This is an optimization exercise on Yosys and OpenROAD, whose aim is small area, not a production implementation. At most, simulation tests tie the RTL to the original design; equivalence was not proved. Power is estimated from default activity; no workload was simulated.

==> inputs of job 2310 <==
==> flow/design.v <==
package du_pkg;
    localparam int NB_PC        = 32;
    localparam int NB_REG       = 32;
    localparam int NB_REG_ADDR  = 5;
    localparam int NB_UART_DATA = 8;
    typedef enum logic [7:0] {
        CMD_DUMP = 8'h44
    } du_cmd_e;
    typedef struct packed {
        logic                   en;
        logic [NB_REG_ADDR-1:0] addr;
        logic [NB_REG-1:0]      data;
    } rf_wr_t;
    typedef struct packed {
        logic                    start;
        logic [NB_UART_DATA-1:0] data;
    } tx_req_t;
endpackage
import du_pkg::*;
module uart_rx #(
    parameter int CLKS_PER_BIT = 16
) (
    input  logic                            clk,
    input  logic                            i_rst,
    input  logic                            i_rx,
    output logic                            o_byte_valid,
    output logic [du_pkg::NB_UART_DATA-1:0] o_byte
);
    localparam int CNT_W = $clog2(CLKS_PER_BIT);
    localparam logic [CNT_W-1:0] HALF_BIT = CNT_W'(CLKS_PER_BIT / 2 - 1);
    localparam logic [CNT_W-1:0] FULL_BIT = CNT_W'(CLKS_PER_BIT - 1);
    typedef enum logic [1:0] {
        IDLE,
        START,
        DATA,
        STOP
    } state_e;
    state_e                  state;
    logic [CNT_W-1:0]        clk_cnt;
    logic [2:0]              bit_idx;
    logic [NB_UART_DATA-1:0] shift_reg;
    always_ff @(posedge clk) begin
        if (i_rst) begin
            state        <= IDLE;
            clk_cnt      <= '0;
            bit_idx      <= '0;
            o_byte_valid <= 1'b0;
        end else begin
            o_byte_valid <= 1'b0;
            clk_cnt      <= clk_cnt + 1'b1;
            case (state)
                IDLE: begin
                    clk_cnt <= '0;
                    if (!i_rx) begin
                        state <= START;
                    end
                end
                START: begin
                    if (clk_cnt == HALF_BIT) begin
                        clk_cnt <= '0;
                        bit_idx <= '0;
                        state   <= i_rx ? IDLE : DATA;
                    end
                end
                DATA: begin
                    if (clk_cnt == FULL_BIT) begin
                        clk_cnt <= '0;
                        bit_idx <= bit_idx + 1'b1;
                        if (bit_idx == 3'd7) begin
                            state <= STOP;
                        end
                    end
                end
                STOP: begin
                    if (clk_cnt == FULL_BIT) begin
                        o_byte_valid <= i_rx;
                        state        <= IDLE;
                    end
                end
                default: state <= IDLE;
            endcase
        end
    end
    always_ff @(posedge clk) begin
        if (state == DATA && clk_cnt == FULL_BIT) begin
            shift_reg <= {i_rx, shift_reg[NB_UART_DATA-1:1]};
        end
    end
    assign o_byte = shift_reg;
endmodule
import du_pkg::*;
module du_cmd_decoder (
    input  logic            clk,
    input  logic            i_rst,
    input  logic            i_byte_valid,
    input  du_pkg::du_cmd_e i_byte,
    input  logic            i_busy,
    output logic            o_dump_start
);
    logic dump_hit;
    logic start_guard;
    assign start_guard = o_dump_start;
    assign dump_hit    = i_byte_valid && (i_byte == CMD_DUMP);
    always_ff @(posedge clk) begin
        if (i_rst) begin
            o_dump_start <= 1'b0;
        end else begin
            o_dump_start <= dump_hit && !i_busy && !start_guard;
        end
    end
endmodule
import du_pkg::*;
module cpu_regfile (
    input  logic                           clk,
    input  logic                           i_rst,
    input  du_pkg::rf_wr_t                 i_wr,
    output logic [du_pkg::NB_REG_ADDR-1:0] o_tap_idx,
    output logic [du_pkg::NB_REG-1:0]      o_tap,
    output logic [du_pkg::NB_REG-1:0]      o_pend_data
);
    localparam int N_POS = 31;
    logic [NB_REG-1:0]      ring [N_POS];
    logic [4:0]             ph;
    logic [4:0]             ph_next;
    logic [5:0]             sum;
    logic [4:0]             tgt;
    logic                   wr_ok;
    logic [N_POS-1:0]       sel_q;
    logic [NB_REG-1:0]      bus_q;
    logic [NB_REG-1:0]      bus_n_q;
    always_ff @(posedge clk) begin
        if (i_rst) begin
            ph <= '0;
        end else begin
            ph <= ph_next;
        end
    end
    assign ph_next = (ph == 5'd30) ? 5'd0 : ph + 5'd1;
    assign sum     = {1'b0, i_wr.addr} + {1'b0, ph_next};
    assign tgt   = (sum >= 6'd31) ? 5'(sum + 6'd1) : sum[4:0];
    assign wr_ok = i_wr.en && (i_wr.addr != '0);
    always_ff @(posedge clk) begin
        for (int p = 0; p < N_POS; p++) begin
            sel_q[p] <= i_rst || (wr_ok && (tgt == 5'(p)));
        end
        bus_q   <= i_rst ? '0 : i_wr.data;
    end
    always_ff @(posedge clk) begin
        ring[0] <= sel_q[0] ? bus_q : ring[N_POS-1];
        for (int p = 1; p < N_POS; p++) begin
            if (p % 2 == 1) begin
                ring[p] <= ~(sel_q[p] ? bus_q : ring[p-1]);
            end else begin
                ring[p] <= ~(sel_q[p] ? ~bus_q : ring[p-1]);
            end
        end
    end
    assign o_tap       = ring[N_POS-1];
    assign o_tap_idx   = ~ph;
    assign o_pend_data = bus_q;
endmodule
import du_pkg::*;
module du_regfile_tx #(
    parameter int NB_PC = du_pkg::NB_PC
) (
    input  logic                           clk,
    input  logic                           i_rst,
    input  logic                           i_start,
    input  logic [NB_PC-1:0]               i_pc,
    input  logic [du_pkg::NB_REG_ADDR-1:0] i_tap_idx,
    input  logic [du_pkg::NB_REG-1:0]      i_tap,
    input  logic [du_pkg::NB_REG-1:0]      i_pend_data,
    input  du_pkg::rf_wr_t                 i_wr,
    input  logic                           i_tx_done,
    output du_pkg::tx_req_t                o_tx_req,
    output logic                           o_busy,
    output logic                           o_done
);
    localparam int NB_COUNTER     = 3;
    localparam int BYTES_PER_WORD = NB_REG / NB_UART_DATA;
    localparam logic [NB_COUNTER-1:0] LAST_COUNT = NB_COUNTER'(BYTES_PER_WORD);
    typedef enum logic [1:0] {
        IDLE,
        SEND_PC,
        READ_REG,
        SEND_REG
    } state_e;
    state_e                 state;
    state_e                 state_next;
    logic [NB_REG-1:0]      data_reg;
    logic [NB_REG_ADDR-1:0] addr_reg;
    logic [NB_REG_ADDR-1:0] addr_next;
    logic [NB_COUNTER-1:0]  count_reg;
    logic [NB_COUNTER-1:0]  count_next;
    logic [NB_REG-1:0]      word;
    always_ff @(posedge clk) begin
        if (i_rst) begin
            state     <= IDLE;
            addr_reg  <= '0;
            count_reg <= '0;
        end else begin
            state     <= state_next;
            addr_reg  <= addr_next;
            count_reg <= count_next;
        end
    end
    logic track;
    logic pend_hit;
    assign track = ((state == SEND_PC || state == SEND_REG) && (count_reg == LAST_COUNT)) ||
                   (state == READ_REG);
    always_ff @(posedge clk) begin
        pend_hit <= i_wr.en && (i_wr.addr == addr_reg);
    end
    always_ff @(posedge clk) begin
        if (track && pend_hit) begin
            data_reg <= i_pend_data;
        end else if (track && (i_tap_idx == addr_reg)) begin
            data_reg <= i_tap;
        end
    end
    assign word = (state == SEND_PC) ? NB_REG'(i_pc) :
                  (addr_reg == 5'd1) ? '0 : data_reg;
    always_comb begin
        state_next = state;
        addr_next  = addr_reg;
        count_next = count_reg;
        o_tx_req   = '0;
        o_done     = 1'b0;
        case (state)
            IDLE: begin
                if (i_start) begin
                    state_next = SEND_PC;
                end
            end
            SEND_PC, SEND_REG: begin
                if (count_reg == LAST_COUNT) begin
                    if (i_tx_done) begin
                        count_next = '0;
                        if (state == SEND_REG && addr_reg == '0) begin
                            state_next = IDLE;
                            o_done     = 1'b1;
                        end else begin
                            state_next = READ_REG;
                        end
                    end
                end else if (count_reg == '0 || i_tx_done) begin
                    o_tx_req.start = 1'b1;
                    o_tx_req.data  = word[count_reg * NB_UART_DATA +: NB_UART_DATA];
                    count_next     = count_reg + 1'b1;
                end
            end
            READ_REG: begin
                addr_next  = addr_reg + 1'b1;
                state_next = SEND_REG;
            end
            default: state_next = IDLE;
        endcase
    end
    assign o_busy = (state != IDLE) && !o_done;
endmodule
import du_pkg::*;
module uart_tx #(
    parameter int CLKS_PER_BIT = 16
) (
    input  logic            clk,
    input  logic            i_rst,
    input  du_pkg::tx_req_t i_req,
    output logic            o_tx,
    output logic            o_tx_done
);
    localparam int CNT_W = $clog2(CLKS_PER_BIT);
    localparam logic [CNT_W-1:0] FULL_BIT = CNT_W'(CLKS_PER_BIT - 1);
    localparam logic [CNT_W-1:0] STOP_END = CNT_W'(CLKS_PER_BIT - 2);
    typedef enum logic [1:0] {
        IDLE,
        START,
        DATA,
        STOP
    } state_e;
    state_e                  state;
    logic [CNT_W-1:0]        clk_cnt;
    logic [2:0]              bit_idx;
    logic [NB_UART_DATA-1:0] shift_reg;
    always_ff @(posedge clk) begin
        if (i_rst) begin
            state     <= IDLE;
            clk_cnt   <= '0;
            bit_idx   <= '0;
            o_tx      <= 1'b1;
            o_tx_done <= 1'b0;
        end else begin
            o_tx_done <= 1'b0;
            clk_cnt   <= clk_cnt + 1'b1;
            case (state)
                IDLE: begin
                    clk_cnt <= '0;
                    if (i_req.start) begin
                        o_tx  <= 1'b0;
                        state <= START;
                    end
                end
                START: begin
                    if (clk_cnt == FULL_BIT) begin
                        clk_cnt <= '0;
                        bit_idx <= '0;
                        o_tx    <= shift_reg[0];
                        state   <= DATA;
                    end
                end
                DATA: begin
                    if (clk_cnt == FULL_BIT) begin
                        clk_cnt <= '0;
                        bit_idx <= bit_idx + 1'b1;
                        if (bit_idx == 3'd7) begin
                            o_tx  <= 1'b1;
                            state <= STOP;
                        end else begin
                            o_tx <= shift_reg[1];
                        end
                    end
                end
                STOP: begin
                    if (clk_cnt == STOP_END) begin
                        o_tx_done <= 1'b1;
                        state     <= IDLE;
                    end
                end
                default: state <= IDLE;
            endcase
        end
    end
    always_ff @(posedge clk) begin
        if (state == IDLE && i_req.start) begin
            shift_reg <= i_req.data;
        end else if (state == DATA && clk_cnt == FULL_BIT) begin
            shift_reg <= shift_reg >> 1;
        end
    end
endmodule
import du_pkg::*;
module du_dump_top #(
    parameter int CLKS_PER_BIT = 16
) (
    input  logic                     clk,
    input  logic                     i_rst,
    input  logic                     i_rx,
    output logic                     o_tx,
    input  logic [du_pkg::NB_PC-1:0] i_pc,
    input  logic                     i_rf_wr_en,
    input  logic [du_pkg::NB_REG_ADDR-1:0] i_rf_wr_addr,
    input  logic [du_pkg::NB_REG-1:0]      i_rf_wr_data,
    output logic                     o_busy,
    output logic                     o_dump_done
);
    logic                    rx_valid;
    logic [NB_UART_DATA-1:0] rx_byte;
    logic                    dump_start;
    logic [NB_REG_ADDR-1:0]  rf_tap_idx;
    logic [NB_REG-1:0]       rf_tap;
    logic [NB_REG-1:0]       rf_pend_data;
    du_pkg::tx_req_t                 tx_req;
    du_pkg::rf_wr_t                  rf_wr;
    logic                    tx_done;
    assign rf_wr = {i_rf_wr_en, i_rf_wr_addr, i_rf_wr_data};
    uart_rx #(
        .CLKS_PER_BIT (CLKS_PER_BIT)
    ) i_uart_rx (
        .clk          (clk),
        .i_rst        (i_rst),
        .i_rx         (i_rx),
        .o_byte_valid (rx_valid),
        .o_byte       (rx_byte)
    );
    du_cmd_decoder i_du_cmd_decoder (
        .clk          (clk),
        .i_rst        (i_rst),
        .i_byte_valid (rx_valid),
        .i_byte       (du_pkg::du_cmd_e'(rx_byte)),
        .i_busy       (o_busy),
        .o_dump_start (dump_start)
    );
    cpu_regfile i_cpu_regfile (
        .clk     (clk),
        .i_rst   (i_rst),
        .i_wr    (rf_wr),
        .o_tap_idx (rf_tap_idx),
        .o_tap     (rf_tap),
        .o_pend_data (rf_pend_data)
    );
    du_regfile_tx #(
        .NB_PC (NB_PC)
    ) i_du_regfile_tx (
        .clk             (clk),
        .i_rst           (i_rst),
        .i_start         (dump_start),
        .i_pc            (i_pc),
        .i_tap_idx       (rf_tap_idx),
        .i_tap           (rf_tap),
        .i_pend_data     (rf_pend_data),
        .i_wr            (rf_wr),
        .i_tx_done       (tx_done),
        .o_tx_req        (tx_req),
        .o_busy          (o_busy),
        .o_done          (o_dump_done)
    );
    uart_tx #(
        .CLKS_PER_BIT (CLKS_PER_BIT)
    ) i_uart_tx (
        .clk       (clk),
        .i_rst     (i_rst),
        .i_req     (tx_req),
        .o_tx      (o_tx),
        .o_tx_done (tx_done)
    );
endmodule
==> flow/run.sh <==
#!/bin/bash
# synth_recipe.tcl (not shown) runs the flow's synth.tcl, then flattens the netlist and writes it again
# the make line also repeats each setting of config.mk as NAME=value (left out here)
make -C /OpenROAD-flow-scripts/flow DESIGN_CONFIG=/design/flow/config.mk WORK_HOME=/design/flow/orfs CLKGATE_MAP_FILE= SYNTH_SCRIPT=/design/flow/synth_recipe.tcl finish
==> flow/config.mk <==
export PLATFORM = sky130hd
export DESIGN_NAME = du_dump_top
export DESIGN_NICKNAME = du_dump_top
export VERILOG_FILES = /design/flow/design.v
export SDC_FILE = /design/flow/constraint.sdc
export NUM_CORES = 4
export LEC_CHECK = 0
export CAP_MARGIN = 20
export CORE_MARGIN = 2
export CORE_UTILIZATION = 40
export CTS_BUF_LIST = sky130_fd_sc_hd__clkbuf_8
export CTS_CLUSTER_SIZE = 30
export PLACE_DENSITY = 0.6
export SLEW_MARGIN = 20
==> flow/constraint.sdc <==
create_clock -name core_clock -period 6.0 [get_ports {clk}]
set_input_delay 1.2000 -clock core_clock [delete_from_list [all_inputs] [get_ports {clk}]]
set_output_delay 1.2000 -clock core_clock [all_outputs]
set_load 0.01 [all_outputs]
==> job 6270: changes against job 2310 <==
==> flow/design.v, changed modules only <==
module uart_rx #(
    parameter int CLKS_PER_BIT = 16
) (
    input  logic clk,
    input  logic i_rst,
    input  logic i_rx,
    output logic o_cmd_valid
);
    logic       active;
    logic [7:0] cnt;
    logic       match;
    logic       sample;
    logic       exp_bit;
    assign sample  = active && (cnt[3:0] == 4'd7);
    localparam logic [NB_UART_DATA-1:0] OPCODE = NB_UART_DATA'(CMD_DUMP);
    assign exp_bit = OPCODE[3'(cnt[7:4] - 4'd1)];
    always_ff @(posedge clk) begin
        if (i_rst) begin
            active      <= 1'b0;
            o_cmd_valid <= 1'b0;
        end else begin
            o_cmd_valid <= 1'b0;
            if (!active) begin
                if (!i_rx) begin
                    active <= 1'b1;
                end
            end else if (sample) begin
                if (cnt[7:4] == 4'd0) begin
                    if (i_rx) begin
                        active <= 1'b0;
                    end
                end else if (cnt[7:4] == 4'd9) begin
                    o_cmd_valid <= i_rx && match;
                    active      <= 1'b0;
                end
            end
        end
    end
    always_ff @(posedge clk) begin
        if (!active) begin
            cnt   <= '0;
            match <= 1'b1;
        end else begin
            cnt <= cnt + 8'd1;
            if (sample && (cnt[7:4] != 4'd0) && (cnt[7:4] != 4'd9) && (i_rx != exp_bit)) begin
                match <= 1'b0;
            end
        end
    end
endmodule
module du_cmd_decoder (
    input  logic            clk,
    input  logic            i_rst,
    input  logic            i_cmd_valid,
    input  logic            i_busy,
    output logic            o_dump_start
);
    logic dump_hit;
    logic start_guard;
    assign start_guard = o_dump_start;
    assign dump_hit    = i_cmd_valid;
    always_ff @(posedge clk) begin
        if (i_rst) begin
            o_dump_start <= 1'b0;
        end else begin
            o_dump_start <= dump_hit && !i_busy && !start_guard;
        end
    end
endmodule
module cpu_regfile (
    input  logic                           clk,
    input  logic                           i_rst,
    input  du_pkg::rf_wr_t                 i_wr,
    output logic [du_pkg::NB_REG_ADDR-1:0] o_tap_idx,
    output logic [du_pkg::NB_REG-1:0]      o_tap,
    output logic [du_pkg::NB_REG-1:0]      o_pend_data
);
    localparam int N_POS = 31;
    logic [NB_REG-1:0]      ring [N_POS];
    logic [4:0]             ph;
    logic [4:0]             ph_next;
    logic [5:0]             sum;
    logic [4:0]             tgt;
    logic                   wr_ok;
    logic [N_POS-1:0]       sel_q;
    logic [N_POS-1:0]       sel_n_q;
    logic [NB_REG-1:0]      bus_q;
    always_ff @(posedge clk) begin
        if (i_rst) begin
            ph <= '0;
        end else begin
            ph <= ph_next;
        end
    end
    assign ph_next = (ph == 5'd30) ? 5'd0 : ph + 5'd1;
    assign sum     = {1'b0, i_wr.addr} + {1'b0, ph_next};
    assign tgt   = (sum >= 6'd31) ? 5'(sum + 6'd1) : sum[4:0];
    assign wr_ok = i_wr.en && (i_wr.addr != '0);
    always_ff @(posedge clk) begin
        for (int p = 0; p < N_POS; p++) begin
            sel_q[p]   <= i_rst || (wr_ok && (tgt == 5'(p)));
            sel_n_q[p] <= !(i_rst || (wr_ok && (tgt == 5'(p))));
        end
        bus_q   <= i_rst ? '0 : i_wr.data;
    end
    always_ff @(posedge clk) begin
        ring[0] <= (ring[N_POS-1] | {NB_REG{sel_q[0]}}) & (bus_q | {NB_REG{sel_n_q[0]}});
        for (int p = 1; p < N_POS; p++) begin
            if (p % 2 == 1) begin
                ring[p] <= ~((ring[p-1] | {NB_REG{sel_q[p]}}) & (bus_q | {NB_REG{sel_n_q[p]}}));
            end else begin
                ring[p] <= ~((ring[p-1] | {NB_REG{sel_q[p]}}) & (~bus_q | {NB_REG{sel_n_q[p]}}));
            end
        end
    end
    assign o_tap       = ring[N_POS-1];
    assign o_tap_idx   = ~ph;
    assign o_pend_data = bus_q;
endmodule
module uart_tx #(
    parameter int CLKS_PER_BIT = 16
) (
    input  logic            clk,
    input  logic            i_rst,
    input  du_pkg::tx_req_t i_req,
    output logic            o_tx,
    output logic            o_tx_done
);
    localparam logic [7:0] DONE_CNT = 8'(10 * CLKS_PER_BIT - 2);
    logic                    active;
    logic [7:0]              cnt;
    logic [NB_UART_DATA-1:0] shift_reg;
    logic                    bit_end;
    assign bit_end = active && (cnt[3:0] == 4'hf);
    always_ff @(posedge clk) begin
        if (i_rst) begin
            active    <= 1'b0;
            o_tx      <= 1'b1;
            o_tx_done <= 1'b0;
        end else begin
            o_tx_done <= 1'b0;
            if (!active) begin
                if (i_req.start) begin
                    o_tx   <= 1'b0;
                    active <= 1'b1;
                end
            end else begin
                if (bit_end) begin
                    o_tx <= shift_reg[0];
                end
                if (cnt == DONE_CNT) begin
                    o_tx_done <= 1'b1;
                    active    <= 1'b0;
                end
            end
        end
    end
    always_ff @(posedge clk) begin
        if (!active) begin
            cnt <= '0;
        end else begin
            cnt <= cnt + 8'd1;
        end
    end
    always_ff @(posedge clk) begin
        if (!active && i_req.start) begin
            shift_reg <= i_req.data;
        end else if (bit_end) begin
            shift_reg <= {1'b1, shift_reg[NB_UART_DATA-1:1]};
        end
    end
endmodule
module du_dump_top #(
    parameter int CLKS_PER_BIT = 16
) (
    input  logic                     clk,
    input  logic                     i_rst,
    input  logic                     i_rx,
    output logic                     o_tx,
    input  logic [du_pkg::NB_PC-1:0] i_pc,
    input  logic                     i_rf_wr_en,
    input  logic [du_pkg::NB_REG_ADDR-1:0] i_rf_wr_addr,
    input  logic [du_pkg::NB_REG-1:0]      i_rf_wr_data,
    output logic                     o_busy,
    output logic                     o_dump_done
);
    logic                    rx_valid;
    logic                    dump_start;
    logic [NB_REG_ADDR-1:0]  rf_tap_idx;
    logic [NB_REG-1:0]       rf_tap;
    logic [NB_REG-1:0]       rf_pend_data;
    du_pkg::tx_req_t                 tx_req;
    du_pkg::rf_wr_t                  rf_wr;
    logic                    tx_done;
    assign rf_wr = {i_rf_wr_en, i_rf_wr_addr, i_rf_wr_data};
    uart_rx #(
        .CLKS_PER_BIT (CLKS_PER_BIT)
    ) i_uart_rx (
        .clk          (clk),
        .i_rst        (i_rst),
        .i_rx         (i_rx),
        .o_cmd_valid  (rx_valid)
    );
    du_cmd_decoder i_du_cmd_decoder (
        .clk          (clk),
        .i_rst        (i_rst),
        .i_cmd_valid  (rx_valid),
        .i_busy       (o_busy),
        .o_dump_start (dump_start)
    );
    cpu_regfile i_cpu_regfile (
        .clk     (clk),
        .i_rst   (i_rst),
        .i_wr    (rf_wr),
        .o_tap_idx (rf_tap_idx),
        .o_tap     (rf_tap),
        .o_pend_data (rf_pend_data)
    );
    du_regfile_tx #(
        .NB_PC (NB_PC)
    ) i_du_regfile_tx (
        .clk             (clk),
        .i_rst           (i_rst),
        .i_start         (dump_start),
        .i_pc            (i_pc),
        .i_tap_idx       (rf_tap_idx),
        .i_tap           (rf_tap),
        .i_pend_data     (rf_pend_data),
        .i_wr            (rf_wr),
        .i_tx_done       (tx_done),
        .o_tx_req        (tx_req),
        .o_busy          (o_busy),
        .o_done          (o_dump_done)
    );
    uart_tx #(
        .CLKS_PER_BIT (CLKS_PER_BIT)
    ) i_uart_tx (
        .clk       (clk),
        .i_rst     (i_rst),
        .i_req     (tx_req),
        .o_tx      (o_tx),
        .o_tx_done (tx_done)
    );
endmodule
--- a/flow/config.mk
+++ b/flow/config.mk
@@ -7,8 +7,9 @@
 export LEC_CHECK = 0
 export CAP_MARGIN = 20
 export CORE_MARGIN = 2
-export CORE_UTILIZATION = 40
+export CORE_UTILIZATION = 75
 export CTS_BUF_LIST = sky130_fd_sc_hd__clkbuf_8
-export CTS_CLUSTER_SIZE = 30
-export PLACE_DENSITY = 0.6
+export CTS_CLUSTER_DIAMETER = 50
+export CTS_CLUSTER_SIZE = 20
+export PLACE_DENSITY = 0.85
 export SLEW_MARGIN = 20
==> job 7742: changes against job 2310 <==
==> flow/design.v, changed modules only <==
module cpu_regfile (
    input  logic                           clk,
    input  logic                           i_rst,
    input  du_pkg::rf_wr_t                 i_wr,
    output logic [du_pkg::NB_REG_ADDR-1:0] o_tap_idx,
    output logic [du_pkg::NB_REG-1:0]      o_tap,
    output logic [du_pkg::NB_REG-1:0]      o_pend_data
);
    localparam int N_POS = 31;
    logic [NB_REG-1:0]      ring [N_POS];
    logic [4:0]             ph;
    logic [4:0]             ph_next;
    logic [5:0]             sum;
    logic [4:0]             tgt;
    logic                   wr_ok;
    logic [N_POS-1:0]       sel_q;
    logic [N_POS-1:0]       sel_n_q;
    logic [NB_REG-1:0]      bus_q;
    always_ff @(posedge clk) begin
        if (i_rst) begin
            ph <= '0;
        end else begin
            ph <= ph_next;
        end
    end
    assign ph_next = (ph == 5'd30) ? 5'd0 : ph + 5'd1;
    assign sum     = {1'b0, i_wr.addr} + {1'b0, ph_next};
    assign tgt   = (sum >= 6'd31) ? 5'(sum + 6'd1) : sum[4:0];
    assign wr_ok = i_wr.en && (i_wr.addr != '0);
    always_ff @(posedge clk) begin
        for (int p = 0; p < N_POS; p++) begin
            sel_q[p]   <= i_rst || (wr_ok && (tgt == 5'(p)));
            sel_n_q[p] <= !(i_rst || (wr_ok && (tgt == 5'(p))));
        end
        bus_q   <= i_rst ? '0 : i_wr.data;
    end
    always_ff @(posedge clk) begin
        ring[0] <= (ring[N_POS-1] | {NB_REG{sel_q[0]}}) & (bus_q | {NB_REG{sel_n_q[0]}});
        for (int p = 1; p < N_POS; p++) begin
            if (p % 2 == 1) begin
                ring[p] <= ~((ring[p-1] | {NB_REG{sel_q[p]}}) & (bus_q | {NB_REG{sel_n_q[p]}}));
            end else begin
                ring[p] <= ~((ring[p-1] | {NB_REG{sel_q[p]}}) & (~bus_q | {NB_REG{sel_n_q[p]}}));
            end
        end
    end
    assign o_tap       = ring[N_POS-1];
    assign o_tap_idx   = ~ph;
    assign o_pend_data = bus_q;
endmodule
--- a/flow/config.mk
+++ b/flow/config.mk
@@ -7,8 +7,9 @@
 export LEC_CHECK = 0
 export CAP_MARGIN = 20
 export CORE_MARGIN = 2
-export CORE_UTILIZATION = 40
-export CTS_BUF_LIST = sky130_fd_sc_hd__clkbuf_8
+export CORE_UTILIZATION = 60
+export CTS_BUF_LIST = sky130_fd_sc_hd__clkbuf_16
+export CTS_CLUSTER_DIAMETER = 60
 export CTS_CLUSTER_SIZE = 30
-export PLACE_DENSITY = 0.6
+export PLACE_DENSITY = 0.7
 export SLEW_MARGIN = 20
==> qor.yml <==
status:
  status: "finished clean"
yosys:
  synth-adder-area-share: 0.00638
pwr:
  peakVddDrop_v: 0.000309
  clock_net_power_w: 0.00362
  clockPowerShare: 0.254
timing:
  fin_ws_ns: 1.52
setup_path:
  max_stage_delay_ns: 0.84
clock_tree:
  cts_root_buffer: "clkbuf_8"
placed_design:
  post-dp-hpwl_um: 53200
  place_ws_ns: 1.33
layout:
  seq_cells: 1165
(the above is from job 6270)
==> qor.yml <==
pwr:
  clock_net_power_w: 0.00648
  peakVddDrop_v: 0.000210
  clockPowerShare: 0.386
yosys:
  synth-adder-area-share: 0.0102
  ys_async_sr_fraction: 0
  syn_avg_cell_area_um2: 13.1
  yosysTopAreaCell: "dfxtp_1"
placed_design:
  place_ws_ns: 1.56
status:
  status: "finished clean"
layout:
  seq_cells: 1141
  multi_input_area_um2: 13100
setup_path:
  max_stage_delay_ns: 0.80
timing:
  fin_ws_ns: 1.29
(the above is from job 2310)
==> qor.yml <==
status:
  status: "finished clean"
placed_design:
  post-dp-hpwl_um: 55900
  place_ws_ns: 1.35
pwr:
  clockPowerShare: 0.295
  peakVddDrop_v: 0.000372
yosys:
  synth-adder-area-share: 0.0109
clock_tree:
  cts_root_buffer: "clkbuf_16"
setup_path:
  max_stage_delay_ns: 0.82
(the above is from job 7742)
For job 2310 and job 7742, only the layout was checked, not whether the RTL still works.

[separate check: timing with driven ports]
No port has a modelled driver above. Below, the same layouts with a new extraction and two added sets of constraints.
Step 1: set_driving_cell puts a clkbuf_16 on clk and a buf_2 on each other input, an assumption about the parent block.
Step 2 adds t to the input delays and takes it off the output delays; t is the mean of the earliest and latest rising clock arrival at the registers after step 1. Input paths then give back, and output paths get back, about the clock's delay inside the block.
Slacks: no drivers / after step 1 / after step 2; pairs: no drivers / after step 1.
| run | t, ns | slack for setup (ns) | latest minus earliest clock arrival (ns) |
|---|---|---|---|
| job 2310 | 0.885 | 1.291 / 1.228 / 1.470 | 0.044 / 0.044 |
| job 6270 | 0.738 | 1.524 / 1.468 / 1.295 | 0.058 / 0.057 |
| job 7742 | 0.715 | 1.662 / 1.594 / 1.305 | 0.052 / 0.052 |
After both steps every run listed still meets setup and hold. The setup slack of job 7742, which loses most, moves by -0.068 ns with the drivers and by -0.357 ns with both steps.
